Background: an optimization exercise with open tools, aiming at small area. Do not read the settings as production practice. Function was checked by simulation only, so behaviour that the tests miss may differ from the original. Power figures rest on the tool's default switching activity, not on a simulated workload.

==> run a <==
==> flow/design.v <==
package regfile_scoreboard_imm_pkg;
  localparam logic [6:0] OP_R      = 7'b0110011;
  localparam logic [6:0] OP_I      = 7'b0010011;
  localparam logic [6:0] OP_LOAD   = 7'b0000011;
  localparam logic [6:0] OP_STORE  = 7'b0100011;
  localparam logic [6:0] OP_BRANCH = 7'b1100011;
  localparam logic [6:0] OP_JAL    = 7'b1101111;
  localparam logic [6:0] OP_JALR   = 7'b1100111;
  localparam logic [6:0] OP_LUI    = 7'b0110111;
  localparam logic [6:0] OP_AUIPC  = 7'b0010111;
  typedef enum logic [2:0] {
    IMM_NONE,
    IMM_I,
    IMM_S,
    IMM_B,
    IMM_U,
    IMM_J
  } imm_fmt_t;
  function automatic imm_fmt_t imm_format(input logic [6:0] opcode);
    imm_fmt_t fmt;
    fmt = IMM_NONE;
    case (opcode)
      OP_I, OP_LOAD, OP_JALR: fmt = IMM_I;
      OP_STORE:               fmt = IMM_S;
      OP_BRANCH:              fmt = IMM_B;
      OP_LUI, OP_AUIPC:       fmt = IMM_U;
      OP_JAL:                 fmt = IMM_J;
      default:                fmt = IMM_NONE;
    endcase
    imm_format = fmt;
  endfunction
endpackage
import regfile_scoreboard_imm_pkg::*;
module regfile_scoreboard_imm_imm_gen
#(
  parameter int XLEN = 32
) (
  input  logic [31:0]     inst,
  output logic [XLEN-1:0] imm
);
  regfile_scoreboard_imm_pkg::imm_fmt_t fmt;
  logic is_i, is_s, is_b, is_u, is_j;
  logic sgn_isb, sgn_isbj;
  assign fmt = regfile_scoreboard_imm_pkg::imm_format(inst[6:0]);
  assign is_i = (fmt == IMM_I);
  assign is_s = (fmt == IMM_S);
  assign is_b = (fmt == IMM_B);
  assign is_u = (fmt == IMM_U);
  assign is_j = (fmt == IMM_J);
  assign sgn_isb  = inst[31] & (is_i | is_s | is_b);
  assign sgn_isbj = inst[31] & (is_i | is_s | is_b | is_j);
  always_comb begin
    imm = '0;
    imm[0]     = (is_i & inst[20]) | (is_s & inst[7]);
    imm[4:1]   = ({4{is_i | is_j}} & inst[24:21]) | ({4{is_s | is_b}} & inst[11:8]);
    imm[10:5]  = {6{is_i | is_s | is_b | is_j}} & inst[30:25];
    imm[11]    = ((is_i | is_s) & inst[31]) | (is_b & inst[7]) | (is_j & inst[20]);
    imm[19:12] = ({8{is_u | is_j}} & inst[19:12]) | {8{sgn_isb}};
    imm[30:20] = ({11{is_u}} & inst[30:20]) | {11{sgn_isbj}};
    imm[31]    = (is_i | is_s | is_b | is_u | is_j) & inst[31];
  end
endmodule
import regfile_scoreboard_imm_pkg::*;
module regfile_scoreboard_imm
#(
  parameter int XLEN   = 32,
  parameter int NREGS  = 32,
  parameter int BYPASS = 1,
  localparam int AW    = $clog2(NREGS)
) (
  input  logic             clk,
  input  logic             rst,
  input  logic [31:0]      inst,
  input  logic             issue_valid,
  input  logic             wb_valid,
  input  logic [AW-1:0]    wb_rd,
  input  logic [XLEN-1:0]  wb_data,
  output logic [XLEN-1:0]  rs1_data,
  output logic [XLEN-1:0]  rs2_data,
  output logic [XLEN-1:0]  imm,
  output logic             stall,
  output logic [NREGS-1:0] busy_vec
);
  localparam int NT = NREGS;
  localparam int NG = (NT + 2) / 3;
  logic [NREGS-1:1][XLEN-1:0] regs;
  logic [NREGS-1:1][XLEN-1:0] regs_d;
  logic [NREGS-1:1] busy;
  logic [AW-1:0]    rs1, rs2, rd;
  logic [6:0]       opcode;
  logic             use_rs1, use_rs2, writes_op, writes_rd;
  logic             rs1_byp, rs2_byp, rd_wb, issue_fire;
  logic [NREGS-1:1] dec_rs1, dec_rs2, dec_rd, dec_wb;
  logic [NREGS-1:1] wr_en, wr_hold;
  logic [NT-1:0]    sel1, sel2;
  assign rs1    = inst[19:15];
  assign rs2    = inst[24:20];
  assign rd     = inst[11:7];
  assign opcode = inst[6:0];
  always_comb begin
    use_rs1   = 1'b0;
    use_rs2   = 1'b0;
    writes_op = 1'b0;
    case (opcode)
      OP_R:                    begin use_rs1 = 1'b1; use_rs2 = 1'b1; writes_op = 1'b1; end
      OP_I, OP_LOAD, OP_JALR:  begin use_rs1 = 1'b1; writes_op = 1'b1; end
      OP_STORE, OP_BRANCH:     begin use_rs1 = 1'b1; use_rs2 = 1'b1; end
      OP_JAL, OP_LUI, OP_AUIPC: writes_op = 1'b1;
      default: ;
    endcase
  end
  assign writes_rd = writes_op && (rd != '0);
  genvar gi, gb;
  generate
    for (gi = 1; gi < NREGS; gi++) begin : g_dec
      assign dec_rs1[gi] = (rs1 == AW'(gi));
      assign dec_rs2[gi] = (rs2 == AW'(gi));
      assign dec_rd[gi]  = (rd == AW'(gi));
      assign dec_wb[gi]  = wb_valid && (wb_rd == AW'(gi));
    end
  endgenerate
  assign rs1_byp = wb_valid && (wb_rd == rs1) && (rs1 != '0);
  assign rs2_byp = wb_valid && (wb_rd == rs2) && (rs2 != '0);
  assign rd_wb   = wb_valid && (wb_rd == rd);
  assign stall = issue_valid && ((use_rs1 && |(dec_rs1 & busy) && !rs1_byp) ||
                                 (use_rs2 && |(dec_rs2 & busy) && !rs2_byp) ||
                                 (writes_rd && |(dec_rd & busy) && !rd_wb));
  assign issue_fire = issue_valid && !stall && writes_op;
  assign busy_vec   = {busy, 1'b0};
  logic [7:0] hi1, hi2;
  logic [3:0] lo1, lo2;
  assign sel1[0] = rs1_byp;
  assign sel2[0] = rs2_byp;
  generate
    for (gi = 0; gi < 8; gi++) begin : g_hi
      assign hi1[gi] = (rs1[4:2] == 3'(gi));
      assign hi2[gi] = (rs2[4:2] == 3'(gi));
    end
    for (gi = 0; gi < 4; gi++) begin : g_lo
      assign lo1[gi] = (rs1[1:0] == 2'(gi));
      assign lo2[gi] = (rs2[1:0] == 2'(gi));
    end
    for (gi = 1; gi < NREGS; gi++) begin : g_sel
      regfile_scoreboard_imm_and3b u1 (.a(hi1[gi/4]), .b(lo1[gi%4]), .c_n(dec_wb[gi]), .y(sel1[gi]));
      regfile_scoreboard_imm_and3b u2 (.a(hi2[gi/4]), .b(lo2[gi%4]), .c_n(dec_wb[gi]), .y(sel2[gi]));
    end
  endgenerate
  generate
    for (gb = 0; gb < XLEN; gb++) begin : g_rd
      logic [NT-1:0] t;
      logic [NG-1:0] n1, n2;
      assign t[0] = wb_data[gb];
      for (gi = 1; gi < NREGS; gi++) begin : g_t
        assign t[gi] = regs[gi][gb];
      end
      for (gi = 0; gi < NG; gi++) begin : g_aoi
        if (3*gi + 2 < NT) begin : g3
          regfile_scoreboard_imm_aoi222 u1 (
            .a1(sel1[3*gi]), .a2(t[3*gi]), .b1(sel1[3*gi+1]), .b2(t[3*gi+1]),
            .c1(sel1[3*gi+2]), .c2(t[3*gi+2]), .y(n1[gi]));
          regfile_scoreboard_imm_aoi222 u2 (
            .a1(sel2[3*gi]), .a2(t[3*gi]), .b1(sel2[3*gi+1]), .b2(t[3*gi+1]),
            .c1(sel2[3*gi+2]), .c2(t[3*gi+2]), .y(n2[gi]));
        end else begin : g2
          regfile_scoreboard_imm_aoi22 u1 (
            .a1(sel1[3*gi]), .a2(t[3*gi]), .b1(sel1[3*gi+1]), .b2(t[3*gi+1]),
            .y(n1[gi]));
          regfile_scoreboard_imm_aoi22 u2 (
            .a1(sel2[3*gi]), .a2(t[3*gi]), .b1(sel2[3*gi+1]), .b2(t[3*gi+1]),
            .y(n2[gi]));
        end
      end
      regfile_scoreboard_imm_nand11or u_or1 (.n(n1), .y(rs1_data[gb]));
      regfile_scoreboard_imm_nand11or u_or2 (.n(n2), .y(rs2_data[gb]));
    end
  endgenerate
  assign wr_en   = dec_wb & {(NREGS-1){rst}};
  assign wr_hold = ~dec_wb & {(NREGS-1){rst}};
  generate
    for (gi = 1; gi < NREGS; gi++) begin : g_wr
      for (gb = 0; gb < XLEN; gb++) begin : g_b
        regfile_scoreboard_imm_ao22 u (
          .a1(wr_en[gi]), .a2(wb_data[gb]), .b1(wr_hold[gi]), .b2(regs[gi][gb]),
          .y(regs_d[gi][gb]));
      end
    end
  endgenerate
  always_ff @(posedge clk) begin
    for (int r = 1; r < NREGS; r++) regs[r] <= regs_d[r];
  end
  always_ff @(posedge clk) begin
    for (int r = 1; r < NREGS; r++) begin
      if (!rst)                         busy[r] <= 1'b0;
      else if (issue_fire && dec_rd[r]) busy[r] <= 1'b1;
      else if (dec_wb[r])               busy[r] <= 1'b0;
    end
  end
  regfile_scoreboard_imm_imm_gen #(.XLEN(XLEN)) u_imm_gen (
    .inst (inst),
    .imm  (imm)
  );
endmodule
module regfile_scoreboard_imm_aoi222 (
  input  logic a1, a2, b1, b2, c1, c2,
  output logic y
);
  assign y = ~((a1 & a2) | (b1 & b2) | (c1 & c2));
endmodule
module regfile_scoreboard_imm_aoi22 (
  input  logic a1, a2, b1, b2,
  output logic y
);
  assign y = ~((a1 & a2) | (b1 & b2));
endmodule
module regfile_scoreboard_imm_ao22 (
  input  logic a1, a2, b1, b2,
  output logic y
);
  assign y = (a1 & a2) | (b1 & b2);
endmodule
module regfile_scoreboard_imm_nand11or (
  input  logic [10:0] n,
  output logic        y
);
  logic p0, p1, p2;
  regfile_scoreboard_imm_nand4 u0 (.a(n[0]), .b(n[1]), .c(n[2]),  .d(n[3]), .y(p0));
  regfile_scoreboard_imm_nand4 u1 (.a(n[4]), .b(n[5]), .c(n[6]),  .d(n[7]), .y(p1));
  regfile_scoreboard_imm_nand3 u2 (.a(n[8]), .b(n[9]), .c(n[10]), .y(p2));
  regfile_scoreboard_imm_or3   u3 (.a(p0), .b(p1), .c(p2), .y(y));
endmodule
module regfile_scoreboard_imm_nand4 (
  input  logic a, b, c, d,
  output logic y
);
  assign y = ~(a & b & c & d);
endmodule
module regfile_scoreboard_imm_nand3 (
  input  logic a, b, c,
  output logic y
);
  assign y = ~(a & b & c);
endmodule
module regfile_scoreboard_imm_or3 (
  input  logic a, b, c,
  output logic y
);
  assign y = a | b | c;
endmodule
module regfile_scoreboard_imm_and3b (
  input  logic a, b, c_n,
  output logic y
);
  assign y = a & b & ~c_n;
endmodule
==> flow/flow/run.sh <==
#!/bin/bash
# Standard layout with smaller port buffers, a clock tree built from small
# sink clusters of mid-size clock buffers without dummy loads, and
# downsizing of gates that have timing slack after global routing.
set -euo pipefail
export BUFFER_PORTS_ARGS="-buffer_cell sky130_fd_sc_hd__buf_2"
export CTS_ARGS="-sink_clustering_enable -repair_clock_nets -dont_use_dummy_load -buf_list {sky130_fd_sc_hd__clkbuf_8} -sink_clustering_size 16 -sink_clustering_max_diameter 60"
export RECOVER_POWER=100
bash standard.sh > flow_make.log 2>&1
==> flow/standard.sh <==
#!/bin/bash
# synth_recipe.tcl (not shown) runs the flow's synth.tcl, then flattens the netlist and writes it again
# the make line also repeats each setting of config.mk as NAME=value (left out here)
make -C /OpenROAD-flow-scripts/flow DESIGN_CONFIG=/design/flow/config.mk WORK_HOME=/design/flow/orfs CLKGATE_MAP_FILE= SYNTH_SCRIPT=/design/flow/synth_recipe.tcl "${@:-finish}"
==> flow/config.mk <==
export PLATFORM = sky130hd
export DESIGN_NAME = regfile_scoreboard_imm
export DESIGN_NICKNAME = regfile_scoreboard_imm
export VERILOG_FILES = /design/flow/design.v
export SDC_FILE = /design/flow/constraint.sdc
export NUM_CORES = 4
export LEC_CHECK = 0
export CAP_MARGIN = 20
export CORE_ASPECT_RATIO = 2
export CORE_MARGIN = 2
export CORE_UTILIZATION = 40
export SETUP_SLACK_MARGIN = 0
export SLEW_MARGIN = 20
export SYNTH_HIERARCHICAL = 1
export SYNTH_MINIMUM_KEEP_SIZE = 0
==> flow/constraint.sdc <==
create_clock -name core_clock -period 7.0 [get_ports {clk}]
set_input_delay 1.4000 -clock core_clock [delete_from_list [all_inputs] [get_ports {clk}]]
set_output_delay 1.4000 -clock core_clock [all_outputs]
set_load 0.01 [all_outputs]
==> run b: changes against run a <==
--- a/flow/design.v
+++ b/flow/design.v
@@ -127,24 +127,8 @@
                                  (writes_rd && |(dec_rd & busy) && !rd_wb));
   assign issue_fire = issue_valid && !stall && writes_op;
   assign busy_vec   = {busy, 1'b0};
-  logic [7:0] hi1, hi2;
-  logic [3:0] lo1, lo2;
-  assign sel1[0] = rs1_byp;
-  assign sel2[0] = rs2_byp;
-  generate
-    for (gi = 0; gi < 8; gi++) begin : g_hi
-      assign hi1[gi] = (rs1[4:2] == 3'(gi));
-      assign hi2[gi] = (rs2[4:2] == 3'(gi));
-    end
-    for (gi = 0; gi < 4; gi++) begin : g_lo
-      assign lo1[gi] = (rs1[1:0] == 2'(gi));
-      assign lo2[gi] = (rs2[1:0] == 2'(gi));
-    end
-    for (gi = 1; gi < NREGS; gi++) begin : g_sel
-      regfile_scoreboard_imm_and3b u1 (.a(hi1[gi/4]), .b(lo1[gi%4]), .c_n(dec_wb[gi]), .y(sel1[gi]));
-      regfile_scoreboard_imm_and3b u2 (.a(hi2[gi/4]), .b(lo2[gi%4]), .c_n(dec_wb[gi]), .y(sel2[gi]));
-    end
-  endgenerate
+  assign sel1 = {dec_rs1 & ~dec_wb, rs1_byp};
+  assign sel2 = {dec_rs2 & ~dec_wb, rs2_byp};
   generate
     for (gb = 0; gb < XLEN; gb++) begin : g_rd
       logic [NT-1:0] t;
@@ -246,9 +230,3 @@
 );
   assign y = a | b | c;
 endmodule
-module regfile_scoreboard_imm_and3b (
-  input  logic a, b, c_n,
-  output logic y
-);
-  assign y = a & b & ~c_n;
-endmodule
==> flow/flow/run.sh (replaced) <==
#!/bin/bash
# Standard layout with smaller port buffers and a clock tree built from
# small sink clusters of mid-size clock buffers, without dummy loads.
set -euo pipefail
export BUFFER_PORTS_ARGS="-buffer_cell sky130_fd_sc_hd__buf_2"
export CTS_ARGS="-sink_clustering_enable -repair_clock_nets -dont_use_dummy_load -buf_list {sky130_fd_sc_hd__clkbuf_8} -sink_clustering_size 20 -sink_clustering_max_diameter 50"
bash standard.sh > flow_make.log 2>&1
--- a/flow/config.mk
+++ b/flow/config.mk
@@ -6,9 +6,8 @@
 export NUM_CORES = 4
 export LEC_CHECK = 0
 export CAP_MARGIN = 20
-export CORE_ASPECT_RATIO = 2
 export CORE_MARGIN = 2
-export CORE_UTILIZATION = 40
+export CORE_UTILIZATION = 50
 export SETUP_SLACK_MARGIN = 0
 export SLEW_MARGIN = 20
 export SYNTH_HIERARCHICAL = 1
==> qor summary <==
| metric | run b | run a |
|---|---|---|
| Layout cell share with drive strength beyond 1 | 17.3% | 10.7% |
| Final worst setup slack | 740 ps | 220 ps |
| Setup slack on the worst flop-to-flop path | 4320 ps | 3980 ps |
| Tightest slew margin relative to the limit | 13.7% | -159% |
| Synthesized-area fraction occupied by xor and xnor cells | 0.252% | 0.270% |
| Combinational group share of total power | 7.6% | 7.5% |
| Number of optimization iterations in the first detailed-route pass | 15 | 13 |
| Floorplan die width | 293 um | 234 um |
| Instance count on the critical path | 10 | 8 |
| Post-Syn Area | 0.0417 mm^2 | 0.0422 mm^2 |
| Worst hold slack after final layout | 499 ps | 502 ps |
| Total number of vias | 44700 | 42800 |
| Power density over the cells | 214 mW/mm^2 | 207 mW/mm^2 |
| Wire length of the first global-routing pass | 307 mm | 295 mm |
| Placed instance area | 0.0456 mm^2 | 0.0454 mm^2 |
| Routed length per instance | 43.4 um | 39.7 um |
| Number of non-clock buffers in the layout | 358 | 269 |
| Total clock buffers created by CTS | 108 | 74 |
| Run status | complete, no violations | failed layout checks |
| Violated checks | - | max-capacitance violations, max-slew violations |
| Proportion of netlist area held by the largest area contributor | 49.1% | 48.5% |

afterwards: timing with drivers on the ports:
The results above use ideal ports. As a check the final layouts listed here were re-extracted and re-timed, cells and wires unchanged. Step 1: set_driving_cell puts a clkbuf_16 on clk and a buf_2 on each other input, an assumption about the parent block. Step 2, shift: input delay + t, output delay - t, t = (earliest + latest rising clock arrival at the registers) / 2. This alone moves slack from input paths to output paths. Three values: ideal, step 1, step 2; two values: the first two.
run	shift t [ns]	setup WS [ns]	worst setup path at the end
run a	0.860	0.220 / 0.199 / 0.199	input to output
run b	0.818	0.740 / 0.710 / 0.710	input to output
For run b, which loses most, drivers alone change the setup slack by -0.030 ns; drivers and shift together by -0.030 ns.
